Context: an optimization exercise on an open-source flow, tuned for small area. The choices shown serve that exercise and are no tape-out recipe. RTL that was checked went through simulation tests only; none was proved equivalent to the original. No functional check of the RTL was part of run 2. Power figures rest on the tool's default switching activity, not on a simulated workload.

===== config.mk =====
export PLATFORM = sky130hd
export DESIGN_NAME = writeback_regfile
export DESIGN_NICKNAME = writeback_regfile
export VERILOG_FILES = /design/flow/design.v
export SDC_FILE = /design/flow/constraint.sdc
export NUM_CORES = 4
export LEC_CHECK = 0
export CAP_MARGIN = 20
export CORE_MARGIN = 2
export CORE_UTILIZATION = 30
export SLEW_MARGIN = 20

===== run.sh =====
#!/bin/bash
# synth_recipe.tcl (not shown) runs the flow's synth.tcl, then flattens the netlist and writes it again
# the make line also repeats each setting of config.mk as NAME=value (left out here)
make -C /OpenROAD-flow-scripts/flow DESIGN_CONFIG=/design/flow/config.mk WORK_HOME=/design/flow/orfs CLKGATE_MAP_FILE= SYNTH_SCRIPT=/design/flow/synth_recipe.tcl finish

===== constraint.sdc =====
create_clock -name core_clock -period 7.5 [get_ports {clk}]
set_input_delay 1.5000 -clock core_clock [delete_from_list [all_inputs] [get_ports {clk}]]
set_output_delay 1.5000 -clock core_clock [all_outputs]
set_load 0.01 [all_outputs]

===== design.v =====
package cpu_pkg;
  localparam int DATA_W     = 32;
  localparam int REG_ADDR_W = 5;
  localparam int NREGS      = 32;
  localparam int LINK_REG   = 31;
  localparam int REG_ZERO   = 0;
  typedef logic [REG_ADDR_W-1:0] reg_addr_t;
endpackage
import cpu_pkg::*;
module wb_select #(
  parameter int DATA_W   = cpu_pkg::DATA_W,
  parameter int LINK_REG = cpu_pkg::LINK_REG
) (
  input  logic              wb_reg_write,
  input  logic              wb_mem_to_reg,
  input  logic [DATA_W-1:0] wb_data,
  input  logic [DATA_W-1:0] wb_result,
  input  cpu_pkg::reg_addr_t         wb_reg_address,
  input  logic              wb_jump_reg,
  input  logic              wb_link,
  input  logic              wb_link_to_rd,
  input  logic [DATA_W-1:0] wb_pc_plus8,
  output logic [DATA_W-1:0] wr_value,
  output cpu_pkg::reg_addr_t         wr_dest,
  output logic              wr_en
);
  always_comb begin
    if (wb_link) begin
      wr_value = wb_pc_plus8;
    end else if (wb_mem_to_reg) begin
      wr_value = wb_data;
    end else begin
      wr_value = wb_result;
    end
  end
  assign wr_dest = (wb_link && !wb_link_to_rd) ? cpu_pkg::reg_addr_t'(LINK_REG) : wb_reg_address;
  assign wr_en = (wb_reg_write | wb_link) & ~wb_jump_reg
               & (wr_dest != cpu_pkg::reg_addr_t'(REG_ZERO));
endmodule
import cpu_pkg::*;
module writeback_regfile #(
  parameter int DATA_W   = cpu_pkg::DATA_W,
  parameter int NREGS    = cpu_pkg::NREGS,
  parameter int LINK_REG = cpu_pkg::LINK_REG
) (
  input  logic              clk,
  input  logic              reset_n,
  input  logic              wb_reg_write,
  input  logic              wb_mem_to_reg,
  input  logic [DATA_W-1:0] wb_data,
  input  logic [DATA_W-1:0] wb_result,
  input  cpu_pkg::reg_addr_t         wb_reg_address,
  input  logic              wb_jump_reg,
  input  logic              wb_link,
  input  logic              wb_link_to_rd,
  input  logic [DATA_W-1:0] wb_pc_plus8,
  input  cpu_pkg::reg_addr_t         rd_addr_a,
  input  cpu_pkg::reg_addr_t         rd_addr_b,
  output logic [DATA_W-1:0] rd_data_a,
  output logic [DATA_W-1:0] rd_data_b,
  input  cpu_pkg::reg_addr_t         dbg_addr,
  output logic [DATA_W-1:0] dbg_data,
  output cpu_pkg::reg_addr_t         dbg_last_dest,
  output logic [31:0]       commit_count
);
  logic [DATA_W-1:0] regs [NREGS];
  logic [DATA_W-1:0] wr_value;
  cpu_pkg::reg_addr_t         wr_dest;
  logic              wr_en;
  logic              bypass_en;
  wb_select #(
    .DATA_W   (DATA_W),
    .LINK_REG (LINK_REG)
  ) u_wb_select (
    .wb_reg_write   (wb_reg_write),
    .wb_mem_to_reg  (wb_mem_to_reg),
    .wb_data        (wb_data),
    .wb_result      (wb_result),
    .wb_reg_address (wb_reg_address),
    .wb_jump_reg    (wb_jump_reg),
    .wb_link        (wb_link),
    .wb_link_to_rd  (wb_link_to_rd),
    .wb_pc_plus8    (wb_pc_plus8),
    .wr_value       (wr_value),
    .wr_dest        (wr_dest),
    .wr_en          (wr_en)
  );
  assign bypass_en = reset_n & wr_en;
  always_ff @(posedge clk) begin
    if (!reset_n) begin
      for (int i = 0; i < NREGS; i++) begin
        regs[i] <= '0;
      end
      commit_count <= '0;
    end else if (wr_en) begin
      regs[wr_dest] <= wr_value;
      commit_count  <= commit_count + 32'd1;
    end
  end
  always_comb begin
    if (rd_addr_a == cpu_pkg::reg_addr_t'(REG_ZERO)) begin
      rd_data_a = '0;
    end else if (bypass_en && (rd_addr_a == wr_dest)) begin
      rd_data_a = wr_value;
    end else begin
      rd_data_a = regs[rd_addr_a];
    end
  end
  always_comb begin
    if (rd_addr_b == cpu_pkg::reg_addr_t'(REG_ZERO)) begin
      rd_data_b = '0;
    end else if (bypass_en && (rd_addr_b == wr_dest)) begin
      rd_data_b = wr_value;
    end else begin
      rd_data_b = regs[rd_addr_b];
    end
  end
  assign dbg_data = (dbg_addr == cpu_pkg::reg_addr_t'(REG_ZERO)) ? '0 : regs[dbg_addr];
  always_ff @(posedge clk) begin
    if (!reset_n) begin
      dbg_last_dest <= '0;
    end else if (wr_en) begin
      dbg_last_dest <= wr_dest;
    end
  end
endmodule

==> results of run 1 <==
==> repair_timing <==
action	4_1_cts	5_1_grt
endpoints found under the setup margin	1	0
hold buffers	0	0
resized for setup	1	0
hold endpoints to repair	0	0
==> synth_stat cells, types with 3 or more instances <==
cell type | number | area, um2
a22oi_1 | 115 | 863
nand3_1 | 85 | 425
a21oi_1 | 97 | 485
mux2i_1 | 438 | 4380
and3_1 | 10 | 62.6
nand4_1 | 36 | 225
edfxtp_1 | 1024 | 30700
buf_6 | 12 | 135
a221oi_1 | 13 | 114
inv_1 | 35 | 131
nor2b_1 | 20 | 125
or2_2 | 5 | 31.3
or3_1 | 13 | 81.3
clkbuf_1 | 324 | 1220
nand2b_1 | 14 | 87.6
o32a_1 | 5 | 50.1
o32ai_1 | 8 | 70.1
xnor2_1 | 5 | 43.8
o211ai_1 | 24 | 180
xor2_1 | 32 | 280
dfxtp_1 | 37 | 741
mux4_2 | 651 | 14700
nor4_1 | 20 | 125
buf_4 | 37 | 278
o22ai_1 | 78 | 488
a211oi_1 | 57 | 428
buf_2 | 107 | 536
and2_1 | 12 | 75.1
o21bai_1 | 4 | 30.0
o221ai_1 | 11 | 96.3
nor3_1 | 30 | 150
mux2_2 | 29 | 327
o21ai_0 | 47 | 235
o2111ai_1 | 15 | 131
a22o_1 | 11 | 96.3
nand2_1 | 194 | 728
or4_1 | 3 | 22.5
nor2_1 | 1105 | 4150
buf_1 | 41 | 154
==> cell usage in the layout (no fill, tap or decap), drive strengths merged, types with 14 or more instances in the layout <==
cell type	n
dfxtp	37
nor2b	20
nor3	32
nand3	85
nor4	22
clkbuf	140
edfxtp	1024
nor2	1105
nand2b	14
nand4	36
a211oi	58
o21ai	47
conb	32
o2111ai	15
clkinv	49
clkdlybuf4s50	239
a21oi	98
mux2	29
or3	14
nand2	194
mux2i	438
mux4	651
xor2	32
a22oi	115
buf	293
o22ai	78
inv	42
o211ai	24
==> area by class of cell <==
cell class | count | area [um2]
Tap cell | 2805 | 3510
Clock buffer | 137 | 2930
Clock inverter | 63 | 512
Fill cell | 20400 | 136000
Multi-Input combinational cell | 3253 | 30300
Timing Repair Buffer | 535 | 4980
Inverter | 36 | 138
Antenna cell | 11 | 27.5
Sequential cell | 1061 | 31500
==> state kept, by name, summed over array words and instances, names as in the netlist <==
register and cells:
dbg_last_dest 5, commit_count 32, regs 1024
==> cells by family (layout without fill, tap and decap cells) <==
logic type                 Yosys count  after routing  share of synthesized area, %
AOI/OAI and AO/OA                  504            504                          5.44
adders and majority gates            1              1                        0.0197
buffers and inverters              558            771                          3.87
xor gates and xnor gates            37             37                         0.510
muxes                             1118           1118                          30.5
and+or+nand+nor                   1561           1561                          10.1
DFF                               1061           1061                          49.6
other                                1             43                       0.00590
==> routing by layer <==
layer	global-route usage (%)	part of all wire, %	vias up
met3	8.26	14	1282
met5	0.0891	0.048	-
met1	30.1	32	25300
li1	-	-	19100
met2	40.1	44	4590
met4	22.0	9.9	20
==> worst max-delay path, delay by kind of cell <==
family                    cells  cell delay (ns)
buffers and inverters         4             2.07
AOI/OAI and AO/OA             3             1.64
and+or+nand+nor               2             0.48
xor gates and xnor gates      1             0.12
==> report_power, final <==
part	internal, mW	switching (mW)	total, mW
Sequential	6.82	0.231	7.05
Combinational	1.23	1.90	3.13
Clock	2.97	2.54	5.51
Total	11.0	4.67	15.7
==> per-stage QoR <==
step / TNS, ns / std cells
final: 0 / 7901
after global placement: 0 / 7687
after detailed placement: -0.0130 / 7689
after CTS: 0 / 7889
after global routing: 0 / 7892
after floorplan: 0 / 4872
==> path summary, 6_finish.rpt <==
path	endpoint	cells past startpoint	startpoint	slack, ns
hold reg to reg	dbg_last_dest[1]$_SDFFE_PN0P_	2	dbg_last_dest[1]$_SDFFE_PN0P_	0.50
setup reg to reg	commit_count[9]$_SDFFE_PN0P_	5	commit_count[0]$_SDFFE_PN0P_	5.21
hold / removal	dbg_last_dest[1]$_SDFFE_PN0P_	2	dbg_last_dest[1]$_SDFFE_PN0P_	0.50
setup / recovery	rd_data_a[17]	10	rd_addr_a[4]	0.11
==> results.txt, run 1 <==
largest net degree at the start of global routing=between 60 and 70; CP max-delay cell=a2111oi_4; Leak Pwr=roughly 25 nW; routed vias=between 50k and 60k; postcts setup bufs=0; Syn. warnings=2; Via density=roughly 6.4; syn avg cell area=approximately 13 um2; register area share after synthesis=49.6%; Pwr Total=between 15 and 20 mW; CP dominant cell by count=buf_4; worst hold slack=approximately 0.5 ns; IO buf count=roughly 260; Final period util=a little over nine tenths; worst slack at placement=-0.0130 ns; drt pass-1 iters=6; clk_skew=approximately 0.024 ns; Initial Utilization=between 30% and 40%; clk slew on worst S/H paths=~0.06 ns; Ports=around 260; dpl cell area=approximately 70000 um2; Post-synth ARST share=0%; Relative slew margins=a little under an eighth; clk sinks=approximately 1.1k; pwr/cell area=212 nW/um2; Placer Congestion=approximately 1.0; Synth Flop Type=edfxtp_1; worst path required time=6.00 ns; cells after synthesis=about 4.8k; total global-route track usage=between 20% and 30%; Total Wirelength=~300000 um; share of layout cells above drive strength 1=24.7%; crit-path max FO=16; clk buf depth=3; Netlist cell types=69; crit-path cells=buf_2 -> buf_4 -> xor2_1 -> nor4_1 -> a311oi_2 -> a2111oi_4 -> buf_4 -> nor3_1 -> a211oi_2 -> clkdlybuf4s50_1; Die Span Y=about 460 um; Worst Hold Class=flop to flop; maxcap violations=0; final setup margin=roughly 0.11 ns; Starting DRT DRC Count=9531; f_max=135 MHz; status=no timing/DRC/antenna violations; final net count=slightly above 5k; Layout area overhead=16.3%; # rows=168; initial antenna violation count=25; critical path class=input port to output port; core area=around 210000 um2; cell area after layout=approximately 74000 um2; Final Slew Violations=0; root buf cell=clkbuf_16; worst path arrival time=~5.9 ns; maximum vdd ir drop=approximately 0.00017 V; RSZ-0062 raised after global routing=false; Die W=between 400 and 500 um; # DRC=0; antenna-violating nets left=0; GRT overflow=0; Final Hold Vio Count=0; FF+latch count, synth=approximately 1.1k; Post-synth EDFFs=about 1k; Worst-Margin Slew=roughly 1.3 ns; DP HPWL=between 150000 and 200000 um; total die area=216000 um2; CP startpoint kind=input port; number of global-route vias before repair=roughly 48k; Synth Cell Area=~64000 um2; Util after Layout=between 30% and 40%; first-pass GRT wire length=between 300000 and 400000 um; CTS tree=done; H-tree depth=3; total CTS buffers=110; Max stage delay on crit path=0.87 ns; crit end category=output port; DR WL/cell=around 37 um; Clk Latency, worst-skew pair=0.76 ns; Tmin final=approximately 7.4 ns; Final setup viols=0
==> run 2, diff against run 1 <==
--- a/design.v
+++ b/design.v
@@ -65,3 +65,2 @@
 );
-  logic [DATA_W-1:0] regs [NREGS];
   logic [DATA_W-1:0] wr_value;
@@ -88,32 +87,30 @@
   assign bypass_en = reset_n & wr_en;
+  logic [DATA_W-1:0] term [32];
+  logic [NREGS-1:1]  valid;
+  logic [NREGS-1:1]  wr_sel;
+  for (genvar i = 1; i < NREGS; i++) begin : g_reg
+    logic [DATA_W-1:0] q;
+    assign wr_sel[i] = wr_en & (wr_dest == cpu_pkg::reg_addr_t'(i));
+    always_ff @(posedge clk) begin
+      if (wr_sel[i]) begin
+        q <= wr_value;
+      end
+    end
+    always_ff @(posedge clk) begin
+      if (!reset_n) begin
+        valid[i] <= 1'b0;
+      end else if (wr_sel[i]) begin
+        valid[i] <= 1'b1;
+      end
+    end
+    assign term[i-1] = q;
+  end
+  assign term[31] = wr_value;
   always_ff @(posedge clk) begin
     if (!reset_n) begin
-      for (int i = 0; i < NREGS; i++) begin
-        regs[i] <= '0;
-      end
       commit_count <= '0;
     end else if (wr_en) begin
-      regs[wr_dest] <= wr_value;
-      commit_count  <= commit_count + 32'd1;
-    end
-  end
-  always_comb begin
-    if (rd_addr_a == cpu_pkg::reg_addr_t'(REG_ZERO)) begin
-      rd_data_a = '0;
-    end else if (bypass_en && (rd_addr_a == wr_dest)) begin
-      rd_data_a = wr_value;
-    end else begin
-      rd_data_a = regs[rd_addr_a];
-    end
-  end
-  always_comb begin
-    if (rd_addr_b == cpu_pkg::reg_addr_t'(REG_ZERO)) begin
-      rd_data_b = '0;
-    end else if (bypass_en && (rd_addr_b == wr_dest)) begin
-      rd_data_b = wr_value;
-    end else begin
-      rd_data_b = regs[rd_addr_b];
-    end
-  end
-  assign dbg_data = (dbg_addr == cpu_pkg::reg_addr_t'(REG_ZERO)) ? '0 : regs[dbg_addr];
+      commit_count <= commit_count + 32'd1;
+    end
+  end
   always_ff @(posedge clk) begin
@@ -125,2 +122,93 @@
   end
-endmodule
+  logic        hit_a, hit_b;
+  logic [31:0] sel_a, sel_b, sel_d;
+  assign hit_a = bypass_en & (rd_addr_a == wr_dest);
+  assign hit_b = bypass_en & (rd_addr_b == wr_dest);
+  for (genvar i = 1; i < NREGS; i++) begin : g_sel
+    assign sel_a[i-1] = ~hit_a & valid[i] & (rd_addr_a == cpu_pkg::reg_addr_t'(i));
+    assign sel_b[i-1] = ~hit_b & valid[i] & (rd_addr_b == cpu_pkg::reg_addr_t'(i));
+    assign sel_d[i-1] = valid[i] & (dbg_addr == cpu_pkg::reg_addr_t'(i));
+  end
+  assign sel_a[31] = hit_a;
+  assign sel_b[31] = hit_b;
+  assign sel_d[31] = 1'b0;
+  for (genvar b = 0; b < DATA_W; b++) begin : g_bit
+    logic [31:0] ta;
+    for (genvar t = 0; t < 32; t++) begin : g_t
+      assign ta[t] = term[t][b];
+    end
+    wbr_andor32 u_a (.d(ta),       .s(sel_a),       .y(rd_data_a[b]));
+    wbr_andor32 u_b (.d(ta),       .s(sel_b),       .y(rd_data_b[b]));
+    wbr_andor31 u_d (.d(ta[30:0]), .s(sel_d[30:0]), .y(dbg_data[b]));
+  end
+endmodule
+module wbr_andor32 (
+  input  logic [31:0] d,
+  input  logic [31:0] s,
+  output logic        y
+);
+  logic [10:0] n;
+  logic [2:0]  o;
+  for (genvar k = 0; k < 10; k++) begin : g_k
+    wbr_aoi222 u (.a1(d[3*k]), .a2(s[3*k]), .b1(d[3*k+1]), .b2(s[3*k+1]),
+                  .c1(d[3*k+2]), .c2(s[3*k+2]), .y(n[k]));
+  end
+  wbr_aoi22 u_l (.a1(d[30]), .a2(s[30]), .b1(d[31]), .b2(s[31]), .y(n[10]));
+  wbr_nand4 u_o0 (.a(n[0]), .b(n[1]), .c(n[2]), .d(n[3]), .y(o[0]));
+  wbr_nand4 u_o1 (.a(n[4]), .b(n[5]), .c(n[6]), .d(n[7]), .y(o[1]));
+  wbr_nand3 u_o2 (.a(n[8]), .b(n[9]), .c(n[10]), .y(o[2]));
+  wbr_or3   u_y  (.a(o[0]), .b(o[1]), .c(o[2]), .y(y));
+endmodule
+module wbr_andor31 (
+  input  logic [30:0] d,
+  input  logic [30:0] s,
+  output logic        y
+);
+  logic [10:0] n;
+  logic [2:0]  o;
+  for (genvar k = 0; k < 10; k++) begin : g_k
+    wbr_aoi222 u (.a1(d[3*k]), .a2(s[3*k]), .b1(d[3*k+1]), .b2(s[3*k+1]),
+                  .c1(d[3*k+2]), .c2(s[3*k+2]), .y(n[k]));
+  end
+  wbr_nand2 u_l (.a(d[30]), .b(s[30]), .y(n[10]));
+  wbr_nand4 u_o0 (.a(n[0]), .b(n[1]), .c(n[2]), .d(n[3]), .y(o[0]));
+  wbr_nand4 u_o1 (.a(n[4]), .b(n[5]), .c(n[6]), .d(n[7]), .y(o[1]));
+  wbr_nand3 u_o2 (.a(n[8]), .b(n[9]), .c(n[10]), .y(o[2]));
+  wbr_or3   u_y  (.a(o[0]), .b(o[1]), .c(o[2]), .y(y));
+endmodule
+module wbr_aoi222 (
+  input  logic a1, a2, b1, b2, c1, c2,
+  output logic y
+);
+  assign y = ~((a1 & a2) | (b1 & b2) | (c1 & c2));
+endmodule
+module wbr_aoi22 (
+  input  logic a1, a2, b1, b2,
+  output logic y
+);
+  assign y = ~((a1 & a2) | (b1 & b2));
+endmodule
+module wbr_nand4 (
+  input  logic a, b, c, d,
+  output logic y
+);
+  assign y = ~(a & b & c & d);
+endmodule
+module wbr_nand3 (
+  input  logic a, b, c,
+  output logic y
+);
+  assign y = ~(a & b & c);
+endmodule
+module wbr_nand2 (
+  input  logic a, b,
+  output logic y
+);
+  assign y = ~(a & b);
+endmodule
+module wbr_or3 (
+  input  logic a, b, c,
+  output logic y
+);
+  assign y = a | b | c;
+endmodule
--- a/config.mk
+++ b/config.mk
@@ -11 +11,3 @@
 export SLEW_MARGIN = 20
+export SYNTH_HIERARCHICAL = 1
+export SYNTH_MINIMUM_KEEP_SIZE = 0
==> results.txt, run 2 <==
Clock Power Share=43.1% (+8.0 points); clk sinks=1060 (-0.094%); pwr/cell area=215 nW/um2 (+1.0%); count leader, synth=edfxtp_1; Sequential Power Share=52.8% (+7.9 points); f_max=133 MHz (-1.8%); largest family of logic cells by synthesized area=compound AO/OA/AOI/OAI gates; number of global-route vias before repair=40.0k (-16%); core area=156000 um2 (-26%); maximum vdd ir drop=0.000201 V (+17%); H-tree depth=3 (unchanged); largest net degree at the start of global routing=65 (-4.4%); CTS tree=done; Synth area leader=edfxtp_1; initial antenna violation count=13 (-48%); maxcap violations=0 (unchanged); cells after synthesis=3044 (-37%); share of layout cells above drive strength 1=16.5% (-8.2 points); Worst-Margin Slew=1.19 ns (-0.131 ns); Ports=256 (unchanged); routed vias=42.7k (-15%); Relative slew margins=20.7% (+9.1 points); switching part of the total=22.5% (-7.2 points); root buf cell=clkbuf_16; Pwr Total=12.6 mW (-20%); Synth Cell Area=47200 um2 (-26%); crit-path max FO=15 (-1); Netlist cell types=46 (-33%); most frequent cells in the layout=edfxtp_1, a222oi_1, clkdlybuf4s50_1; Initial Utilization=30.2% (-0.052 points); GRT overflow=0 (unchanged); Synth Flop Type=edfxtp_1; Yosys top cell area share=63.1% (+15 points); Placer Congestion=0.965 (-7.6%); clk slew on worst S/H paths=0.06 ns (about the same); Net Sw Power=2.84 mW (-39%); FF+latch count, synth=1060 (-0.094%); total die area=161000 um2 (-25%); DR WL/cell=38.3 um (+3.5%); Via density=7.42 (+16%); CP startpoint kind=input port; Largest Register=g.q; Inst Count DP=5554 (-28%); synth top area cells=edfxtp_1, a222oi_1, dfxtp_1; clk buf depth=3 (unchanged); fillers=14.7k (-28%); total CTS buffers=106 (-3.6%); RSZ-0062 raised after global routing=false; commonest non-fill, non-tap cell in the layout=edfxtp_1; crit end category=output port; Final Hold Vio Count=0 (unchanged); max FFs per register=992 (-3.1%); Post-synth EDFFs=992 (-3.1%); Adder-Cell Fraction of Synth Area=0.0265% (+0.0068 points); # rows=145 (-14%); status=complete, but fails checks; final net count=3728 (-27%); Final setup viols=1 (+1); # DRC=0 (unchanged); antenna-violating nets left=0 (unchanged); Layout area overhead=24.4%; Comb pwr share=4.2% (-16 points); top flop regs=g.q x992, commit_count x32, valid x31; Post-Layout Cell Count=5759 (-27%); Die Span Y=401 um (-14%); clk_skew=0.0171 ns (-0.00655 ns); mux share of post-synthesis cell area=0.890% (-30 points); XOR/XNOR share of the synthesized area=0.371% (-0.14 points); critical path class=input port to output port; Final Slew Violations=0 (unchanged); Clk Latency, worst-skew pair=0.73 ns (-0.03 ns); GR peak layer=met2; worst path required time=6.00 ns (about the same); post-cts repair resize count=0 (-1); Starting DRT DRC Count=13.7k (+44%); cell internal pwr=9.77 mW (-11%); final setup margin=-0.0244 ns (-0.136 ns); met1 Use GR=34.2% (+4.1 points); Syn. warnings=9 (+7); met2 GRT Util=36.7% (-3.4 points); most frequent cells after synthesis=edfxtp_1, a222oi_1, nand4_1; Layout Check Fails=negative setup slack; register area share after synthesis=65.9% (+16 points); Synth Area in Compound Gates=23.5% (+18 points); Die W=401 um (-14%); total global-route track usage=26.0% (-0.29 points); syn avg cell area=15.5 um2 (+18%); DP HPWL=138000 um (-26%); CTS Hold Buffers Added=0 (unchanged); drt pass-1 iters=23 (+17); GRT met3 Usage=9.88% (+1.6 points); simple-gate share of the synthesized area=8.81% (-1.3 points); Final period util=100% (+1.8 points); Post-synth ARST share=0% (unchanged); worst path arrival time=6.02 ns (+0.13 ns); first-pass GRT wire length=303000 um (-23%); Leak Pwr=18.6 nW (-26%); Tmin final=7.52 ns (+0.136 ns); Worst Hold Class=flop to flop; Total Wirelength=220000 um (-25%); postcts setup bufs=0 (unchanged); IO buf count=255 (unchanged)
[run 2: worst paths after layout]
| path | end | slack [ns] | depth (start not counted) | start |
|---|---|---|---|---|
| max | rd_data_b[6] | -0.02 | 14 | wb_reg_address[2] |
| min | commit_count[31]$_SDFFE_PN0P_ | 0.50 | 2 | commit_count[31]$_SDFFE_PN0P_ |
| max reg2reg | commit_count[22]$_SDFFE_PN0P_ | 5.25 | 5 | commit_count[0]$_SDFFE_PN0P_ |
| min reg2reg | commit_count[31]$_SDFFE_PN0P_ | 0.50 | 2 | commit_count[31]$_SDFFE_PN0P_ |
[run 2: modules after synthesis, one instance, submodules excluded, excerpt]
| module | times used | cells | cell area [um2] |
|---|---|---|---|
| wbr_aoi222 | 960 | 1 | 10.0 |
| wbr_nand4 | 192 | 1 | 6.26 |
| writeback_regfile | 1 | 1486 | 33700 |
| wbr_aoi22 | 64 | 1 | 12.5 |
| wbr_nand3 | 96 | 1 | 5.00 |
| wbr_nand2 | 32 | 1 | 3.75 |
| wbr_or3 | 96 | 1 | 6.26 |
[run 2: metrics by stage]
stage	utilization [%]	cell area [um2]	TNS, ns	worst slack [ns]	hold slack [ns]
6_report	37.6	58800	-0.0244	-0.0244	0.498
5_1_grt	37.6	58800	0	0.0102	0.521
4_1_cts	37.5	58700	0	0.0865	0.493
3_5_place_dp	35.3	55200	0	0.106	0.479
3_3_place_gp	35.3	55200	0	0.123	0.473
2_1_floorplan	-	47200	0	0.146	0.460
[run 2: cells by family after synthesis]
| logic type | after synthesis |
|---|---|
| AOI/OAI and AO/OA | 1130 |
| xor gates and xnor gates | 20 |
| adders and majority gates | 1 |
| buffers and inverters | 45 |
| DFF | 1060 |
| muxes | 42 |
| and+or+nand+nor | 746 |
[run 2: layout make-up]
type                    count  area, um2  area share (%)
well taps                2058       2570            4.38
diodes                      4       10.0          0.0170
clock buffers             136       2830            4.81
clock inverters            65        661            1.12
inverters                   8       30.0          0.0511
multi-input cells        1939      16500            28.0
repair buffers            489       5060            8.60
flip-flops and latches   1060      31100            53.0
[run 2: layer usage]
metal | vias to the layer above | routed length [um]
met5 | - | 41
met2 | 4773 | 89800
met3 | 843 | 39300
li1 | 16300 | -
met4 | 8 | 15500
met1 | 20800 | 75900
[run 2: critical path: stages]
cell	delay, ns
clkdlybuf4s50_1	0.42
or3_4	0.41
a2111oi_4	0.23
nor3_2	0.09
nand2_1	0.12
a211oi_1	0.07
buf_4	0.17
a211oi_1	0.67
and3_2	0.70
buf_4	0.29
a222oi_1	0.12
nand4_1	0.17
or3_1	0.41
clkdlybuf4s50_1	0.63
[run 2: power groups by stage]
stage	Sequential, mW	Clock, mW	Combinational [mW]
3_5_place_dp	6.78	0	0.513
2_1_floorplan	6.78	0	0.187
5_1_grt	6.66	5.67	0.545
4_1_cts	6.65	5.44	0.513
3_3_place_gp	6.78	0	0.505
6_report	6.66	5.43	0.525
==> run 3, diff against run 2 <==
--- a/design.v
+++ b/design.v
@@ -26,10 +26,11 @@
 );
-  always_comb begin
-    if (wb_link) begin
-      wr_value = wb_pc_plus8;
-    end else if (wb_mem_to_reg) begin
-      wr_value = wb_data;
-    end else begin
-      wr_value = wb_result;
-    end
+  logic sel_link, sel_mem, sel_alu;
+  assign sel_link = wb_link;
+  assign sel_mem  = ~wb_link & wb_mem_to_reg;
+  assign sel_alu  = ~wb_link & ~wb_mem_to_reg;
+  for (genvar b = 0; b < DATA_W; b++) begin : g_bit
+    logic n;
+    wbr_aoi222 u_sel (.a1(wb_pc_plus8[b]), .a2(sel_link), .b1(wb_data[b]), .b2(sel_mem),
+                      .c1(wb_result[b]), .c2(sel_alu), .y(n));
+    wbr_inv    u_inv (.a(n), .y(wr_value[b]));
   end
@@ -149,2 +150,20 @@
 );
+  logic [11:0] n;
+  logic [2:0]  o;
+  for (genvar k = 0; k < 10; k++) begin : g_k
+    wbr_aoi222 u (.a1(d[3*k]), .a2(s[3*k]), .b1(d[3*k+1]), .b2(s[3*k+1]),
+                  .c1(d[3*k+2]), .c2(s[3*k+2]), .y(n[k]));
+  end
+  wbr_nand2 u_l0 (.a(d[30]), .b(s[30]), .y(n[10]));
+  wbr_nand2 u_l1 (.a(d[31]), .b(s[31]), .y(n[11]));
+  wbr_nand4 u_o0 (.a(n[0]), .b(n[1]), .c(n[2]), .d(n[3]), .y(o[0]));
+  wbr_nand4 u_o1 (.a(n[4]), .b(n[5]), .c(n[6]), .d(n[7]), .y(o[1]));
+  wbr_nand4 u_o2 (.a(n[8]), .b(n[9]), .c(n[10]), .d(n[11]), .y(o[2]));
+  wbr_or3   u_y  (.a(o[0]), .b(o[1]), .c(o[2]), .y(y));
+endmodule
+module wbr_andor31 (
+  input  logic [30:0] d,
+  input  logic [30:0] s,
+  output logic        y
+);
   logic [10:0] n;
@@ -155,19 +174,2 @@
   end
-  wbr_aoi22 u_l (.a1(d[30]), .a2(s[30]), .b1(d[31]), .b2(s[31]), .y(n[10]));
-  wbr_nand4 u_o0 (.a(n[0]), .b(n[1]), .c(n[2]), .d(n[3]), .y(o[0]));
-  wbr_nand4 u_o1 (.a(n[4]), .b(n[5]), .c(n[6]), .d(n[7]), .y(o[1]));
-  wbr_nand3 u_o2 (.a(n[8]), .b(n[9]), .c(n[10]), .y(o[2]));
-  wbr_or3   u_y  (.a(o[0]), .b(o[1]), .c(o[2]), .y(y));
-endmodule
-module wbr_andor31 (
-  input  logic [30:0] d,
-  input  logic [30:0] s,
-  output logic        y
-);
-  logic [10:0] n;
-  logic [2:0]  o;
-  for (genvar k = 0; k < 10; k++) begin : g_k
-    wbr_aoi222 u (.a1(d[3*k]), .a2(s[3*k]), .b1(d[3*k+1]), .b2(s[3*k+1]),
-                  .c1(d[3*k+2]), .c2(s[3*k+2]), .y(n[k]));
-  end
   wbr_nand2 u_l (.a(d[30]), .b(s[30]), .y(n[10]));
@@ -184,8 +186,2 @@
 endmodule
-module wbr_aoi22 (
-  input  logic a1, a2, b1, b2,
-  output logic y
-);
-  assign y = ~((a1 & a2) | (b1 & b2));
-endmodule
 module wbr_nand4 (
@@ -214 +210,7 @@
 endmodule
+module wbr_inv (
+  input  logic a,
+  output logic y
+);
+  assign y = ~a;
+endmodule
==> flow/run.sh (new file) <==
#!/bin/bash
# The standard layout, with two changes: ports are buffered with a small buffer instead of the
# resizer's default choice (a delay cell), and clock tree synthesis uses clkbuf_8 buffers over small sink clusters and
# inserts no dummy loads. The make output goes to make.log; each ORFS step keeps its own log
# under orfs/logs/.
set -euo pipefail
export BUFFER_PORTS_ARGS="-buffer_cell sky130_fd_sc_hd__buf_1"
export CTS_ARGS="-sink_clustering_enable -repair_clock_nets -dont_use_dummy_load -sink_clustering_size 11 -sink_clustering_max_diameter 40 -buf_list {sky130_fd_sc_hd__clkbuf_8}"
bash standard.sh > make.log 2>&1
==> standard.sh (new file) <==
#!/bin/bash
# synth_recipe.tcl (not shown) runs the flow's synth.tcl, then flattens the netlist and writes it again
# the make line also repeats each setting of config.mk as NAME=value (left out here)
make -C /OpenROAD-flow-scripts/flow DESIGN_CONFIG=/design/flow/config.mk WORK_HOME=/design/flow/orfs CLKGATE_MAP_FILE= SYNTH_SCRIPT=/design/flow/synth_recipe.tcl "${@:-finish}"
--- a/config.mk
+++ b/config.mk
@@ -7,6 +7,8 @@
 export LEC_CHECK = 0
-export CAP_MARGIN = 20
+export CAP_MARGIN = 10
+export CELL_PAD_IN_SITES_DETAIL_PLACEMENT = 1
+export CELL_PAD_IN_SITES_GLOBAL_PLACEMENT = 1
 export CORE_MARGIN = 2
-export CORE_UTILIZATION = 30
-export SLEW_MARGIN = 20
+export CORE_UTILIZATION = 35
+export SLEW_MARGIN = 10
 export SYNTH_HIERARCHICAL = 1
removed: run.sh
==> results.txt, run 3 <==
Post-synth ARST share=0% (unchanged); Worst Hold Class=flop to flop; Initial Utilization=35.2% (+5.0 points); largest family of logic cells by synthesized area=compound AO/OA/AOI/OAI gates; simple-gate share of the synthesized area=9.86% (+1.0 points); clk buf depth=3 (unchanged); number of global-route vias before repair=40.5k (+1.2%); CP bufs+invs=4 (unchanged); Max stage delay on crit path=0.88 ns (+0.18 ns); crit end category=output port; Post-synth EDFFs=992 (unchanged); pwr/cell area=203 nW/um2 (-5.2%); post-cts repair resize count=0 (unchanged); antenna-violating nets left=0 (unchanged); first-pass GRT wire length=322000 um (+6.1%); # DRC=0 (unchanged); initial antenna violation count=20 (+7); register area share after synthesis=66.6% (+0.69 points); final net count=3789 (+1.6%); critical path class=input port to output port; DR WL/cell=43.6 um (+14%); DP HPWL=149000 um (+8.3%); Layout area overhead=16.3%; CTS Hold Buffers Added=0 (unchanged); Synth area leader=edfxtp_1; Final Slew Violations=0 (unchanged); Synth Flop Type=edfxtp_1; worst slack at placement=0.243 ns (+0.137 ns); Synth Area in Compound Gates=22.4% (-1.2 points); IO buf count=255 (unchanged); met3 wire length=35700 um (-9.2%); syn avg cell area=15.2 um2 (-1.8%); root buf cell=clkbuf_8; most frequent cells in the layout=a222oi_1, edfxtp_1, nand4_1; Tmin final=7.39 ns (-0.134 ns); status=no timing/DRC/antenna violations; worst hold slack=0.498 ns (+0.000167 ns); clk sinks=1060 (unchanged); worst path arrival time=5.89 ns (-0.13 ns); Via density=7.79 (+5.0%); XOR/XNOR share of the synthesized area=0.375% (+0.0039 points); drt pass-1 iters=14 (-39%); Netlist cell types=41 (-11%); core area=133000 um2 (-15%); Final setup viols=0 (-1); maxcap violations=0 (unchanged); total global-route track usage=33.5% (+7.5 points); total CTS buffers=155 (+46%); Yosys top cell area share=63.7% (+0.66 points); f_max=135 MHz (+1.8%); postcts setup bufs=0 (unchanged); H-tree depth=4 (+1); clk_skew=0.0356 ns (+0.0185 ns); mux share of post-synthesis cell area=0.214% (-0.68 points); Crit path max-delay family=simple AND/OR/NAND/NOR gates; maximum vdd ir drop=0.000138 V (-31%); largest net degree at the start of global routing=38 (-42%); GRT overflow=0 (unchanged); CP max-delay cell=a211oi_1; M1 wire length=86400 um (+14%); Largest Register=g.q; crit-path max FO=13 (-2); top flop regs=g.q x992, commit_count x32, valid x31; total die area=137000 um2 (-15%); Placer Congestion=0.960 (-0.49%); Util after Layout=40.9% (+3.3 points); synth top area cells=edfxtp_1, a222oi_1, nand4_1; routed vias=42.4k (-0.78%); cells after synthesis=3067 (+0.76%); worst path required time=6.00 ns (about the same); CP startpoint kind=input port; # rows=134 (-7.6%); Final Hold Vio Count=0 (unchanged); Total Wirelength=237000 um (+7.7%); RSZ-0062 raised after global routing=false; routed wl met2=100000 um (+12%); Die W=369 um (-7.8%); Final period util=98.5% (-1.8 points); fillers=13.6k (-7.6%); Synth Cell Area=46800 um2 (-1.0%); clk slew on worst S/H paths=0.04 ns (-0.02 ns); max FFs per register=992 (unchanged); Syn. warnings=8 (-1); Clk Latency, worst-skew pair=0.87 ns (+0.14 ns); Relative slew margins=11.6% (-9.1 points); Starting DRT DRC Count=11.6k (-16%); CTS tree=done; top sig layer=met5; final setup margin=0.110 ns (+0.134 ns); crit-path cells=clkbuf_2 -> nand2_1 -> nand2b_1 -> xor2_1 -> a211oi_1 -> buf_4 -> a211oi_1 -> and3_2 -> buf_4 -> a222oi_1 -> nand4_1 -> or3_1 -> buf_1; most frequent cells after synthesis=a222oi_1, edfxtp_1, nand4_1; Leak Pwr=17.0 nW (-8.5%); Ports=256 (unchanged); Adder-Cell Fraction of Synth Area=0.0268% (+0.00028 points); Setup Total Neg Slack=0 ns (+0.0244 ns); FF+latch count, synth=1060 (unchanged); Die Span Y=369 um (-7.8%); Worst-Margin Slew=1.33 ns (+0.137 ns); share of layout cells above drive strength 1=13.8% (-2.7 points)
==> run 3: cell count changes after synthesis, sizes merged, moves of 2 or more <==
cell	change
a222oi	+32
mux2i	-32
o21ai	-32
nand4	+64
nand3	-64
clkbuf	-2
inv	+32
nand2	+96
buf	-9
a22oi	-64
==> run 3: where the power goes <==
group / leakage [nW] / internal (mW) / switching (mW)
clock network: 1.11 / 1.82 / 2.12
logic: 6.81 / 0.0850 / 0.369
registers: 9.13 / 6.61 / 0.0536
total: 17.0 / 8.51 / 2.54
==> run 3: cell type report <==
type | count | area, um2 | area share [%]
Sequential cell | 1060 | 31100 | 57.3
Timing Repair Buffer | 467 | 2900 | 5.34
Multi-Input combinational cell | 1941 | 15800 | 29.0
Inverter | 40 | 150 | 0.276
Clock buffer | 155 | 2130 | 3.92
Tap cell | 1768 | 2210 | 4.07
Antenna cell | 11 | 27.5 | 0.0506
==> run 3: worst min-delay path: stages (launching register included) <==
cell	delay (ns)
dfxtp_1	0.32
o31ai_1	0.07
a21oi_1	0.06
==> run 3: per-layer routing <==
layer | global-route usage, % | up-vias
li1 | - | 16300
met1 | 44.7 | 21300
met2 | 48.8 | 4123
met3 | 9.58 | 676
met4 | 18.9 | 16
met5 | 0 | -
==> run 3: logic make-up (layout without fill, tap and decap cells) <==
kind of cell | after synthesis | count (layout)
buffers and inverters | 66 | 662
multiplexers | 10 | 10
AO/OA/AOI/OAI | 1066 | 1066
AND/OR/NAND/NOR | 844 | 844
XOR/XNOR | 20 | 20
flip-flops | 1060 | 1060
other | 0 | 11
adder cells (fa/ha/maj) | 1 | 1
==> run 3: through the flow <==
step           cells  instance area [um2]  power (mW)
2_1_floorplan   3067                46800        6.95
5_1_grt         5435                54300        11.3
3_5_place_dp    5276                52200        7.23
3_3_place_gp    5276                52200        7.22
4_1_cts         5431                54300        11.1
6_report        5442                54400        11.1
==> run 3: worst paths after layout <==
check | slack [ns] | to | cells after the start | start
worst max-delay path | 0.11 | rd_data_b[13] | 13 | wb_link
worst min-delay path | 0.50 | commit_count[22]$_SDFFE_PN0P_ | 2 | commit_count[22]$_SDFFE_PN0P_
worst max register to register | 5.27 | commit_count[20]$_SDFFE_PN0P_ | 5 | commit_count[0]$_SDFFE_PN0P_
worst min register to register | 0.50 | commit_count[22]$_SDFFE_PN0P_ | 2 | commit_count[22]$_SDFFE_PN0P_
==> run 3: Yosys stat by module (local to each module, per instance), excerpt <==
module | times used | cell area (um2) | flip-flops and latches
wbr_aoi222 | 992 | 10.0 | 0
wbr_inv | 32 | 3.75 | 0
wbr_nand2 | 160 | 3.75 | 0
wbr_nand3 | 32 | 5.00 | 0
wbr_nand4 | 256 | 6.26 | 0
wbr_or3 | 96 | 6.26 | 0
writeback_regfile | 1 | 33700 | 1060
==> run 4, diff against run 3 <==
--- a/config.mk
+++ b/config.mk
@@ -7,3 +7,3 @@
 export LEC_CHECK = 0
-export CAP_MARGIN = 10
+export CAP_MARGIN = 5
 export CELL_PAD_IN_SITES_DETAIL_PLACEMENT = 1
@@ -12,3 +12,4 @@
 export CORE_UTILIZATION = 35
-export SLEW_MARGIN = 10
+export SETUP_SLACK_MARGIN = 0.2
+export SLEW_MARGIN = 5
 export SYNTH_HIERARCHICAL = 1
==> results.txt, run 4 <==
Final period util=94.5% (-4.0 points); H-tree depth=4 (unchanged); fillers=13.6k (-0.037%); Post-synth ARST share=0% (unchanged); first-pass GRT wire length=312000 um (-3.1%); Synth Flop Type=edfxtp_1; IO buf count=255 (unchanged); synth top area cells=edfxtp_1, a222oi_1, nand4_1; maximum vdd ir drop=0.000122 V (-12%); routed vias=41.7k (-1.7%); FF+latch count, synth=1060 (unchanged); Largest Register=g.q; Netlist cell types=41 (unchanged); RSZ-0062 raised after global routing=false; XOR/XNOR share of the synthesized area=0.375% (unchanged); Syn. warnings=8 (unchanged); CP max-delay cell=a2111oi_2; Yosys top cell area share=63.7% (unchanged); Total Wirelength=227000 um (-4.3%); clk slew on worst S/H paths=0.05 ns (about the same); pwr/cell area=204 nW/um2 (+0.44%); Ports=256 (unchanged); Leak Pwr=16.9 nW (-0.63%); cell area after layout=54100 um2 (-0.45%); Worst-Margin Slew=1.26 ns (-0.0620 ns); Inst Count DP=5264 (-0.23%); Die W=369 um (unchanged); largest net degree at the start of global routing=38 (unchanged); crit end category=output port; simple-gate share of the synthesized area=9.86% (unchanged); status=no timing/DRC/antenna violations; Final setup viols=0 (unchanged); # rows=134 (unchanged); Tmin final=7.09 ns (-0.304 ns); worst path required time=6.00 ns (about the same); Clk Latency, worst-skew pair=0.90 ns (+0.03 ns); most frequent cells in the layout=a222oi_1, edfxtp_1, nand4_1; antenna-violating nets left=0 (unchanged); final net count=3776 (-0.34%); drt pass-1 iters=14 (unchanged); Die Span Y=369 um (unchanged); Final Slew Violations=0 (unchanged); CP dominant cell by count=buf_4; GRT overflow=0 (unchanged); worst hold slack=0.494 ns (-0.00356 ns); cells after synthesis=3067 (unchanged); DP HPWL=140000 um (-6.0%); CTS tree=done; dpl cell area=52000 um2 (-0.44%); Via density=7.69 (-1.4%); Worst Hold Class=flop to flop; total global-route track usage=32.0% (-1.5 points); Placer Congestion=0.965 (+0.55%); most frequent cells after synthesis=a222oi_1, edfxtp_1, nand4_1; clk_skew=0.0340 ns (-0.00164 ns); Relative slew margins=15.7% (+4.1 points); clk sinks=1060 (unchanged); Synth area leader=edfxtp_1; CP startpoint kind=input port; Post-synth EDFFs=992 (unchanged); Layout area overhead=15.8%; DR WL/cell=41.9 um (-4.0%); Post-Layout Cell Count=5424 (-0.33%); crit-path cells=clkbuf_4 -> nand2_1 -> nand2b_1 -> xor2_1 -> a211oi_1 -> buf_4 -> a2111oi_2 -> and3_2 -> buf_4 -> a222oi_1 -> nand4_1 -> or3_1 -> buf_1; register area share after synthesis=66.6% (unchanged); largest family of logic cells by synthesized area=compound AO/OA/AOI/OAI gates; f_max=141 MHz (+4.3%); Setup Total Neg Slack=0 ns (unchanged); Adder-Cell Fraction of Synth Area=0.0268% (unchanged); # DRC=0 (unchanged); Max stage delay on crit path=0.94 ns (+0.06 ns); maxcap violations=0 (unchanged); root buf cell=clkbuf_8; mux share of post-synthesis cell area=0.214% (unchanged); worst path arrival time=5.59 ns (-0.30 ns); total die area=137000 um2 (unchanged); core area=133000 um2 (unchanged); total CTS buffers=154 (-0.65%); clk buf depth=3 (unchanged); Synth Area in Compound Gates=22.4% (unchanged); Pwr Total=11.1 mW (about the same); share of layout cells above drive strength 1=13.5% (-0.28 points); Synth Cell Area=46800 um2 (unchanged); crit-path max FO=14 (+1); number of global-route vias before repair=40.8k (+0.68%); Initial Utilization=35.2% (unchanged); top flop regs=g.q x992, commit_count x32, valid x31; critical path class=input port to output port; Final Hold Vio Count=0 (unchanged); initial antenna violation count=12 (-40%); Starting DRT DRC Count=10.4k (-10%); max FFs per register=992 (unchanged); syn avg cell area=15.2 um2 (unchanged)
-- run 4: final timing paths --
| path | cells past startpoint | slack [ns] | startpoint | end |
|---|---|---|---|---|
| hold reg to reg | 2 | 0.49 | commit_count[31]$_SDFFE_PN0P_ | commit_count[31]$_SDFFE_PN0P_ |
| hold / removal | 2 | 0.49 | commit_count[31]$_SDFFE_PN0P_ | commit_count[31]$_SDFFE_PN0P_ |
| setup reg to reg | 5 | 5.25 | commit_count[0]$_SDFFE_PN0P_ | commit_count[20]$_SDFFE_PN0P_ |
| setup / recovery | 13 | 0.41 | wb_link | rd_data_b[23] |
-- run 4: what timing repair did --
action / CTS / global route
setup endpoints to repair: 0 / 16
hold buffers: 0 / 0
endpoints found under the hold margin: 0 / 0
resized for setup: 0 / 4
setup buffers: 0 / 0
-- run 4: modules after synthesis, one instance, submodules excluded, excerpt --
module | copies in the design | cell area (um2) | flops+latches | cells
wbr_nand4 | 256 | 6.26 | 0 | 1
wbr_nand3 | 32 | 5.00 | 0 | 1
wbr_nand2 | 160 | 3.75 | 0 | 1
wbr_aoi222 | 992 | 10.0 | 0 | 1
wbr_or3 | 96 | 6.26 | 0 | 1
wbr_inv | 32 | 3.75 | 0 | 1
writeback_regfile | 1 | 33700 | 1060 | 1486
-- run 4: area by class of cell --
cell class	instances	area [um2]	share of cell area, %
clock buffers	154	2120	3.92
well taps	1768	2210	4.09
multi-input cells	1941	15800	29.2
diodes	6	15.0	0.0277
flip-flops and latches	1060	31100	57.6
inverters	40	150	0.277
repair buffers	455	2660	4.92
-- run 4: worst max-delay path, delay by kind of cell --
kind | cells | cell delay [ns]
XOR/XNOR | 1 | 0.18
AND/OR/NAND/NOR | 5 | 1.69
AO/OA/AOI/OAI | 3 | 1.15
buffers and inverters | 4 | 1.02
-- run 4: cell families after synthesis --
family / Yosys count
AO/OA/AOI/OAI: 1066
buffers and inverters: 66
multiplexers: 10
adder cells (fa/ha/maj): 1
flip-flops: 1060
AND/OR/NAND/NOR: 844
XOR/XNOR: 20
-- run 4: layer usage --
metal  vias to the layer above  GRT usage, %  wire length [um]
li1                      16300             -                 -
met1                     21000          42.3             82900
met2                      3718          47.0             97800
met3                       673          7.82             30500
met4                         6          20.6             16000
met5                         -             0                37
-- run 4: through the flow --
stage | setup WS, ns | utilization (%)
2_1_floorplan | 0.323 | -
3_5_place_dp | 0.266 | 39.1
3_3_place_gp | 0.306 | 39.1
5_1_grt | 0.364 | 40.7
4_1_cts | 0.261 | 40.7
6_report | 0.413 | 40.7
-- run 4: power by group --
part | leakage [nW] | switching, mW | internal [mW]
clock | 1.11 | 2.15 | 1.80
combinational | 6.71 | 0.357 | 0.0840
sequential | 9.13 | 0.0530 | 6.61
==> run 5, diff against run 4 <==
==> flow/run.sh (replaced) <==
#!/bin/bash
# The standard layout, with two changes: ports are buffered with a small buffer instead of the
# resizer's default choice (a delay cell), and clock tree synthesis uses clkbuf_16 buffers over sink clusters of up to 25 and
# inserts no dummy loads. The make output goes to make.log; each ORFS step keeps its own log
# under orfs/logs/.
set -euo pipefail
export BUFFER_PORTS_ARGS="-buffer_cell sky130_fd_sc_hd__buf_1"
export CTS_ARGS="-sink_clustering_enable -repair_clock_nets -dont_use_dummy_load -sink_clustering_size 25 -sink_clustering_max_diameter 100 -buf_list {sky130_fd_sc_hd__clkbuf_16}"
bash standard.sh > make.log 2>&1
==> results.txt, run 5 <==
Post-synth ARST share=0% (unchanged); Final Hold Vio Count=0 (unchanged); Synth Flop Type=edfxtp_1; antenna-violating nets left=0 (unchanged); Total Wirelength=225000 um (-1.1%); Synth area leader=edfxtp_1; Comb pwr share=4.3% (+0.3 points); total global-route track usage=31.5% (-0.56 points); CP startpoint kind=input port; synth top area cells=edfxtp_1, a222oi_1, nand4_1; most frequent cells in the layout=a222oi_1, edfxtp_1, nand4_1; Largest Register=g.q; Syn. warnings=8 (unchanged); Final period util=97.5% (+3.0 points); Clock Power Share=30.1% (-5.6 points); Post-Layout Cell Count=5323 (-1.9%); Placer Congestion=0.965 (unchanged); Worst-Margin Slew=1.22 ns (-0.0475 ns); DP HPWL=140000 um (unchanged); root buf cell=clkbuf_16; clk_skew=0.0221 ns (-0.0119 ns); Ports=256 (unchanged); total CTS buffers=49 (-68%); max FFs per register=992 (unchanged); routed vias=41.1k (-1.4%); worst path arrival time=5.81 ns (+0.22 ns); status=no timing/DRC/antenna violations; drt pass-1 iters=14 (unchanged); postcts setup bufs=0 (unchanged); Die Span Y=369 um (unchanged); Die W=369 um (unchanged); Pwr Total=10.2 mW (-8.2%); worst hold slack=0.496 ns (+0.00200 ns); Clk Latency, worst-skew pair=0.68 ns (-0.22 ns); Reg2Reg Setup Slack=5.23 ns (-0.02 ns); FF+latch count, synth=1060 (unchanged); Synth Cell Area=46800 um2 (unchanged); reg2reg end=commit_count[20]$_SDFFE_PN0P_; cells after synthesis=3067 (unchanged); share of layout cells above drive strength 1=10.9% (-2.6 points); Tmin final=7.31 ns (+0.226 ns); # rows=134 (unchanged); core area=133000 um2 (unchanged); Net Sw Power=2.30 mW (-10%); maximum vdd ir drop=0.000154 V (+26%); # DRC=0 (unchanged); Yosys top cell area share=63.7% (unchanged); Post-synth EDFFs=992 (unchanged); worst r2r src=commit_count[0]$_SDFFE_PN0P_; Worst Hold Class=flop to flop; area of the multi-input gates=15800 um2 (about the same); worst slack at placement=0.266 ns (unchanged); initial antenna violation count=12 (unchanged); critical path class=input port to output port; crit path from=wb_link; Sequential Power Share=65.5% (+5.2 points); register area share after synthesis=66.6% (unchanged); DR WL/cell=42.2 um (+0.78%); most frequent cells after synthesis=a222oi_1, edfxtp_1, nand4_1; crit end category=output port; CTS tree=done; GRT overflow=0 (unchanged); clk buf depth=3 (unchanged); Initial Utilization=35.2% (unchanged); CTS Hold Buffers Added=0 (unchanged); H-tree depth=2 (-2); Starting DRT DRC Count=10.9k (+4.4%); f_max=137 MHz (-3.1%); Leak Pwr=16.4 nW (-3.0%); Util after Layout=40.0% (-0.66 points); Via density=7.72 (+0.44%); first-pass GRT wire length=308000 um (-1.2%); post-cts repair resize count=0 (unchanged); final net count=3671 (-2.8%); Inst Count DP=5264 (unchanged); Worst setup endpoint=rd_data_b[11]; Final setup viols=0 (unchanged); clk sinks=1060 (unchanged); R2R cell count=5 (unchanged); top flop regs=g.q x992, commit_count x32, valid x31; cell internal pwr=7.86 mW (-7.6%); dpl cell area=52000 um2 (unchanged); Netlist cell types=41 (unchanged); total die area=137000 um2 (unchanged); Layout area overhead=13.9%; Relative slew margins=18.9% (+3.2 points); FF/Latch Area=31100 um2 (unchanged); Final Slew Violations=0 (unchanged); clk slew on worst S/H paths=0.07 ns (+0.02 ns); pwr/cell area=191 nW/um2 (-6.7%); final setup margin=0.187 ns (-0.226 ns); number of global-route vias before repair=39.5k (-3.2%); switching part of the total=22.6% (-0.51 points); worst path required time=6.00 ns (about the same); RSZ-0062 raised after global routing=false; IO buf count=255 (unchanged); largest net degree at the start of global routing=38 (unchanged); crit-path max FO=27 (+13); syn avg cell area=15.2 um2 (unchanged); cell area after layout=53200 um2 (-1.6%); Setup Total Neg Slack=0 ns (unchanged); fillers=13.5k (-0.015%); maxcap violations=0 (unchanged)
run 5: cell counts after synthesis:
Identical to the previous run, type by type.
run 5: final cells by class:
type / instances / share of cell area (%)
Antenna cell: 10 / 0.0470
Clock buffer: 49 / 2.30
Inverter: 40 / 0.282
Multi-Input combinational cell: 1941 / 29.7
Sequential cell: 1060 / 58.5
Tap cell: 1768 / 4.15
Timing Repair Buffer: 455 / 5.00
run 5: worst min-delay path by stage:
stage | startpoint | slack (ns) | depth (start not counted) | endpoint
3_5_place_dp | commit_count[31]$_SDFFE_PN0P_ | 0.48 | 2 | commit_count[31]$_SDFFE_PN0P_
4_1_cts | commit_count[31]$_SDFFE_PN0P_ | 0.50 | 2 | commit_count[31]$_SDFFE_PN0P_
3_3_place_gp | commit_count[31]$_SDFFE_PN0P_ | 0.47 | 2 | commit_count[31]$_SDFFE_PN0P_
6_report | commit_count[31]$_SDFFE_PN0P_ | 0.50 | 2 | commit_count[31]$_SDFFE_PN0P_
5_1_grt | commit_count[22]$_SDFFE_PN0P_ | 0.53 | 2 | commit_count[22]$_SDFFE_PN0P_
2_1_floorplan | valid[10]$_SDFFE_PN0P_ | 0.46 | 1 | valid[10]$_SDFFE_PN0P_
run 5: power groups by stage:
| stage | logic (mW) | registers [mW] | clock network [mW] |
|---|---|---|---|
| final | 0.441 | 6.65 | 3.06 |
| after global routing | 0.461 | 6.66 | 3.24 |
| after CTS | 0.434 | 6.65 | 3.08 |
| after detailed placement | 0.436 | 6.79 | 0 |
| after global placement | 0.426 | 6.78 | 0 |
| after floorplan | 0.174 | 6.77 | 0 |
run 5: Yosys stat by module (local to each module, per instance), excerpt:
module	times used	cell area, um2
wbr_or3	96	6.26
wbr_aoi222	992	10.0
wbr_inv	32	3.75
writeback_regfile	1	33700
wbr_nand3	32	5.00
wbr_nand2	160	3.75
wbr_nand4	256	6.26
run 5: critical path: stages:
cell and delay, ns:
buf_2 0.40, nand2_1 0.23, nand2b_1 0.33, xor2_1 0.18, a211oi_1 0.06, buf_4 0.17, a211oi_1 0.69, and3_2 1.06
buf_4 0.32, a222oi_1 0.12, nand4_1 0.26, or3_1 0.27, buf_1 0.19
run 5: kinds of logic (layout without fill, tap and decap cells):
| family | Yosys count | after routing | synth area share (%) |
|---|---|---|---|
| other | 0 | 10 | 0 |
| buffers and inverters | 66 | 544 | 0.549 |
| multiplexers | 10 | 10 | 0.214 |
| adder cells (fa/ha/maj) | 1 | 1 | 0.0268 |
| flip-flops | 1060 | 1060 | 66.6 |
| AO/OA/AOI/OAI | 1066 | 1066 | 22.4 |
| XOR/XNOR | 20 | 20 | 0.375 |
| AND/OR/NAND/NOR | 844 | 844 | 9.86 |
run 5: metal layers:
metal | part of all wire, % | up-vias | global-route usage (%)
met3 | 13 | 601 | 5.96
met1 | 37 | 20800 | 42.6
met5 | 0.017 | - | 0
met2 | 43 | 3571 | 47.3
met4 | 6.8 | 6 | 18.0
li1 | - | 16100 | -
==> run 6, diff against run 5 <==
--- a/config.mk
+++ b/config.mk
@@ -11,3 +11,3 @@
 export CORE_MARGIN = 2
-export CORE_UTILIZATION = 35
+export CORE_UTILIZATION = 42
 export SETUP_SLACK_MARGIN = 0.2
==> results.txt, run 6 <==
clk sinks=1060 (unchanged); root buf cell=clkbuf_16; GRT overflow=0 (unchanged); largest net degree at the start of global routing=38 (unchanged); max FFs per register=992 (unchanged); area of the multi-input gates=15800 um2 (-0.12%); FF/Latch Area=31100 um2 (unchanged); CTS tree=done; total CTS buffers=50 (+2.0%); first-pass GRT wire length=323000 um (+5.0%); critical path class=input port to output port; Post-synth ARST share=0% (unchanged); Synth Flop Type=edfxtp_1; syn avg cell area=15.2 um2 (unchanged); Final setup viols=0 (unchanged); Setup Total Neg Slack=0 ns (unchanged); most frequent cells after synthesis=a222oi_1, edfxtp_1, nand4_1; f_max=140 MHz (+2.4%); Die W=338 um (-8.6%); total global-route track usage=40.3% (+8.8 points); H-tree depth=2 (unchanged); clk_skew=0.0181 ns (-0.00397 ns); Post-synth EDFFs=992 (unchanged); Placer Congestion=1.01 (+4.3%); CP startpoint kind=input port; cell internal pwr=7.88 mW (+0.28%); Leak Pwr=16.5 nW (+0.59%); XOR/XNOR share of the synthesized area=0.375% (unchanged); Worst-Margin Slew=1.22 ns (+0.00517 ns); RSZ-0062 raised after global routing=false; Final period util=95.2% (-2.3 points); # rows=122 (-9.0%); Initial Utilization=42.3% (+7.1 points); fillers=10.9k (-19%); maximum vdd ir drop=0.000170 V (+10%); post-cts repair resize count=0 (unchanged); DR WL/cell=47.1 um (+11%); switching part of the total=22.9% (+0.25 points); Synth Area in Compound Gates=22.4% (unchanged); pwr/cell area=193 nW/um2 (+1.0%); CTS Hold Buffers Added=0 (unchanged); Tmin final=7.14 ns (-0.170 ns); routed vias=42.5k (+3.4%); Sequential Power Share=65.2% (-0.3 points); Via density=8.41 (+9.0%); Syn. warnings=8 (unchanged); Yosys top cell area share=63.7% (unchanged); Die Span Y=338 um (-8.6%); synth top area cells=edfxtp_1, a222oi_1, nand4_1; number of global-route vias before repair=41.2k (+4.3%); IO buf count=255 (unchanged); Comb pwr share=4.4% (about the same); Synth Cell Area=46800 um2 (unchanged); crit end category=output port; Final Hold Vio Count=0 (unchanged); Clk Latency, worst-skew pair=0.71 ns (+0.03 ns); core area=111000 um2 (-17%); largest family of logic cells by synthesized area=compound AO/OA/AOI/OAI gates; Netlist cell types=41 (unchanged); cells after synthesis=3067 (unchanged); # DRC=0 (unchanged); Layout area overhead=13.4%; worst path arrival time=5.64 ns (-0.17 ns); Total Wirelength=238000 um (+5.7%); Worst Hold Class=flop to flop; antenna-violating nets left=0 (unchanged); clk buf depth=3 (unchanged); initial antenna violation count=7 (-5); Synth area leader=edfxtp_1; status=no timing/DRC/antenna violations; FF+latch count, synth=1060 (unchanged); Clock Power Share=30.4% (+0.3 points); Largest Register=g.q; register area share after synthesis=66.6% (unchanged); mux share of post-synthesis cell area=0.214% (unchanged); Starting DRT DRC Count=12.0k (+10%); simple-gate share of the synthesized area=9.86% (unchanged); maxcap violations=0 (unchanged); total die area=114000 um2 (-16%); most frequent cells in the layout=a222oi_1, edfxtp_1, nand4_1; worst path required time=6.00 ns (about the same); final net count=3683 (+0.33%); share of layout cells above drive strength 1=11.1% (+0.19 points); Final Slew Violations=0 (unchanged); crit-path max FO=14 (-48%); Net Sw Power=2.33 mW (+1.7%); postcts setup bufs=0 (unchanged); clk slew on worst S/H paths=0.05 ns (-0.02 ns); Util after Layout=48.0% (+7.9 points); Ports=256 (unchanged); Relative slew margins=18.5% (-0.34 points); DP HPWL=148000 um (+5.4%); top flop regs=g.q x992, commit_count x32, valid x31; Adder-Cell Fraction of Synth Area=0.0268% (unchanged); drt pass-1 iters=15 (+1)
[run 6: cell counts after synthesis]
Identical to the previous run, type by type.
[run 6: power by group through the flow]
stage	Combinational, mW	Sequential (mW)	Clock (mW)
5_1_grt	0.467	6.66	3.28
4_1_cts	0.442	6.65	3.11
2_1_floorplan	0.174	6.77	0
3_3_place_gp	0.424	6.78	0
3_5_place_dp	0.443	6.79	0
6_report	0.453	6.66	3.10
[run 6: metal layers]
metal	up-vias	share of wire, %	GRT usage [%]
met5	-	0.0088	0
met1	21400	35	52.8
li1	16100	-	-
met2	4193	43	59.5
met4	4	7.9	27.2
met3	741	14	9.29
[run 6: final cells by class]
| cell class | instances | share of cell area, % |
|---|---|---|
| Sequential cell | 1060 | 58.8 |
| Multi-Input combinational cell | 1941 | 29.8 |
| Timing Repair Buffer | 466 | 5.28 |
| Tap cell | 1488 | 3.51 |
| Clock buffer | 50 | 2.36 |
| Inverter | 40 | 0.283 |
| Antenna cell | 4 | 0.0189 |
[run 6: path summary, 6_finish.rpt]
check / cells after the start / endpoint / slack, ns / start
worst min-delay path: 2 / dbg_last_dest[4]$_SDFFE_PN0P_ / 0.50 / dbg_last_dest[4]$_SDFFE_PN0P_
worst max-delay path: 14 / rd_data_a[1] / 0.36 / wb_link
worst max register to register: 5 / commit_count[30]$_SDFFE_PN0P_ / 5.08 / commit_count[0]$_SDFFE_PN0P_
worst min register to register: 2 / dbg_last_dest[4]$_SDFFE_PN0P_ / 0.50 / dbg_last_dest[4]$_SDFFE_PN0P_
[run 6: cell families (layout without fill, tap and decap cells)]
logic type,count (synthesis),count (layout)
xor gates and xnor gates,20,20
muxes,10,10
and+or+nand+nor,844,844
DFF,1060,1060
AOI/OAI and AO/OA,1066,1066
other,0,4
adders and majority gates,1,1
buffers and inverters,66,556
[run 6: critical path, stage by stage]
cell and delay [ns]:
clkbuf_2 0.17, nand2_1 0.15, nand2b_1 0.31, xor2_1 0.29, nor4_4 0.10, buf_4 0.16, a2111oi_0 0.86, buf_4 0.25
and3_2 0.65, buf_4 0.26, a222oi_1 0.12, nand4_1 0.35, or3_1 0.25, buf_1 0.19
[run 6: modules after synthesis (local to each module, per instance), a selection]
module             copies in the design  cells inside  flip-flops and latches
wbr_nand4                           256             1                       0
wbr_nand2                           160             1                       0
wbr_or3                              96             1                       0
wbr_nand3                            32             1                       0
wbr_aoi222                          992             1                       0
wbr_inv                              32             1                       0
writeback_regfile                     1          1486                    1060
[run 6: metrics by stage]
stage | worst slack (ns) | hold slack [ns] | cell area [um2] | power, mW | std cells
6_report | 0.357 | 0.503 | 53000 | 10.2 | 5049
5_1_grt | 0.280 | 0.541 | 53000 | 10.4 | 5045
4_1_cts | 0.415 | 0.508 | 53000 | 10.2 | 5045
3_5_place_dp | 0.427 | 0.490 | 51800 | 7.23 | 4995
3_3_place_gp | 0.492 | 0.472 | 51800 | 7.21 | 4995
2_1_floorplan | 0.323 | 0.460 | 46800 | 6.95 | 3067
==> run 7, diff against run 6 <==
--- a/config.mk
+++ b/config.mk
@@ -11,3 +11,4 @@
 export CORE_MARGIN = 2
-export CORE_UTILIZATION = 42
+export CORE_UTILIZATION = 35
+export PLACE_DENSITY = 0.8
 export SETUP_SLACK_MARGIN = 0.2
==> results.txt, run 7 <==
Final period util=95.8% (+0.56 points); Clock Power Share=29.6% (-0.8 points); top flop regs=g.q x992, commit_count x32, valid x31; CP bufs+invs=3 (-2); status=no timing/DRC/antenna violations; H-tree depth=2 (unchanged); Leak Pwr=16.2 nW (-1.8%); syn avg cell area=15.2 um2 (unchanged); worst path arrival time=5.68 ns (+0.04 ns); postcts setup bufs=0 (unchanged); register area share after synthesis=66.6% (unchanged); CP startpoint kind=input port; area of the multi-input gates=15700 um2 (-0.38%); crit-path cells=clkbuf_2 -> buf_12 -> nand2_1 -> nand2b_1 -> xor2_1 -> nor3_2 -> a211oi_1 -> and3_2 -> a222oi_1 -> nand4_1 -> or3_1 -> buf_1; max FFs per register=992 (unchanged); DR WL/cell=41.4 um (-12%); Final setup viols=0 (unchanged); FF/Latch Area=31100 um2 (unchanged); crit end category=output port; Die W=369 um (+9.4%); reg2reg end=commit_count[22]$_SDFFE_PN0P_; clk sinks=1060 (unchanged); CTS Hold Buffers Added=0 (unchanged); initial antenna violation count=15 (+8); maximum vdd ir drop=0.000167 V (-1.5%); final net count=3630 (-1.4%); R2R cell count=5 (unchanged); switching part of the total=22.3% (-0.51 points); clk buf depth=3 (unchanged); Initial Utilization=35.2% (-7.1 points); Largest Register=g.q; maxcap violations=0 (unchanged); fillers=13.6k (+25%); Net Sw Power=2.25 mW (-3.4%); antenna-violating nets left=0 (unchanged); Via density=8.13 (-3.3%); root buf cell=clkbuf_16; share of layout cells above drive strength 1=8.53% (-2.6 points); hold endpoint=commit_count[31]$_SDFFE_PN0P_; Max stage delay on crit path=0.62 ns (-0.24 ns); pwr/cell area=191 nW/um2 (-0.71%); Placer Congestion=0.969 (-3.7%); Crit path max-delay family=simple AND/OR/NAND/NOR gates; WHS Path Cells=2 (unchanged); number of global-route vias before repair=41.8k (+1.6%); Reg2Reg Setup Slack=5.12 ns (+0.04 ns); Post-synth EDFFs=992 (unchanged); Tmin final=7.18 ns (+0.0421 ns); IO buf count=255 (unchanged); GRT overflow=0 (unchanged); largest net degree at the start of global routing=38 (unchanged); Synth Flop Type=edfxtp_1; Die Span Y=369 um (+9.4%); HP Start=commit_count[31]$_SDFFE_PN0P_; Worst Hold Class=flop to flop; first-pass GRT wire length=302000 um (-6.6%); most frequent cells after synthesis=a222oi_1, edfxtp_1, nand4_1; Post-Layout Cell Count=5278 (+4.5%); Post-synth ARST share=0% (unchanged); CTS tree=done; Relative slew margins=12.5% (-6.0 points); f_max=139 MHz (-0.59%); synth top area cells=edfxtp_1, a222oi_1, nand4_1; worst path required time=6.00 ns (about the same); core area=133000 um2 (+20%); critical path class=input port to output port; routed vias=42.9k (+1.1%); RSZ-0062 raised after global routing=false; total die area=137000 um2 (+20%); CP max-delay cell=and3_2
run 7: cell count changes in the layout (fill, tap and decap cells not counted), sizes merged:
cell,before,now
clkbuf,52,50
diode,4,6
buf,464,413
run 7: timing repair:
| item | 4_1_cts | 5_1_grt |
|---|---|---|
| resized for setup | 0 | 3 |
| endpoints found under the setup margin | 0 | 6 |
| endpoints found under the hold margin | 0 | 0 |
run 7: per-module statistics from Yosys (local to each module, per instance), excerpt:
| module | times used | flip-flops and latches | area (um2) |
|---|---|---|---|
| wbr_nand3 | 32 | 0 | 5.00 |
| wbr_aoi222 | 992 | 0 | 10.0 |
| wbr_nand2 | 160 | 0 | 3.75 |
| writeback_regfile | 1 | 1060 | 33700 |
| wbr_nand4 | 256 | 0 | 6.26 |
| wbr_inv | 32 | 0 | 3.75 |
| wbr_or3 | 96 | 0 | 6.26 |
run 7: worst max path at each step:
stage / slack (ns) / endpoint / start / cells past startpoint
floorplan: 0.32 / rd_data_b[0] / wb_reg_address[3] / 12
global placement: 0.48 / rd_data_a[19] / wb_link / 15
detailed placement: 0.44 / rd_data_a[19] / wb_link / 15
CTS: 0.43 / rd_data_a[19] / wb_link / 15
global route: 0.30 / rd_data_a[16] / wb_link / 14
finish: 0.32 / rd_data_b[13] / wb_link / 12
run 7: layout make-up:
type                    count  share of cell area, %
diodes                      6                 0.0285
clock buffers              48                   2.28
inverters                  40                  0.285
multi-input cells        1941                   29.8
flip-flops and latches   1060                   59.1
well taps                1768                   4.19
repair buffers            415                   4.30
run 7: through the flow:
| stage | power, mW | hold slack (ns) | util (%) | instance area, um2 | worst slack [ns] |
|---|---|---|---|---|---|
| 3_3_place_gp | 7.19 | 0.465 | 38.7 | 51500 | 0.485 |
| 6_report | 10.1 | 0.503 | 39.7 | 52700 | 0.315 |
| 5_1_grt | 10.2 | 0.530 | 39.7 | 52700 | 0.298 |
| 4_1_cts | 10.0 | 0.499 | 39.6 | 52700 | 0.430 |
| 2_1_floorplan | 6.95 | 0.460 | - | 46800 | 0.323 |
| 3_5_place_dp | 7.21 | 0.486 | 38.7 | 51500 | 0.445 |
run 7: worst reg2reg max path, delay by kind of cell, from the launching register on:
family,cells,cell delay (ns)
AOI/OAI and AO/OA,1,0.15
adders and majority gates,1,0.23
DFF,1,0.47
and+or+nand+nor,3,1.39
run 7: cells by family (layout without fill, tap and decap cells):
| kind of cell | Yosys count | after routing | share of synthesized area [%] |
|---|---|---|---|
| AOI/OAI and AO/OA | 1066 | 1066 | 22.4 |
| xor gates and xnor gates | 20 | 20 | 0.375 |
| adders and majority gates | 1 | 1 | 0.0268 |
| buffers and inverters | 66 | 503 | 0.549 |
| DFF | 1060 | 1060 | 66.6 |
| muxes | 10 | 10 | 0.214 |
| other | 0 | 6 | 0 |
| and+or+nand+nor | 844 | 844 | 9.86 |
run 7: metal layers:
| layer | global-route usage, % | share of wire (%) |
|---|---|---|
| met4 | 19.4 | 8.3 |
| met3 | 10.1 | 19 |
| met2 | 43.7 | 41 |
| met1 | 38.7 | 32 |
| met5 | 0 | 0.030 |
run 7: power by group through the flow:
stage	Combinational [mW]	Clock (mW)	Sequential, mW
finish	0.445	2.98	6.66
global route	0.455	3.12	6.66
CTS	0.426	2.95	6.65
detailed placement	0.426	0	6.79
global placement	0.410	0	6.78
floorplan	0.174	0	6.77

Re-timed with assumed drivers on the ports (clkbuf_16 on the clock, buf_2 on other inputs), run 7 has 0.288 ns of setup slack against 0.315 ns with ideal ports, and 0.288 ns once port delays also move by the mid clock arrival of 0.724 ns.
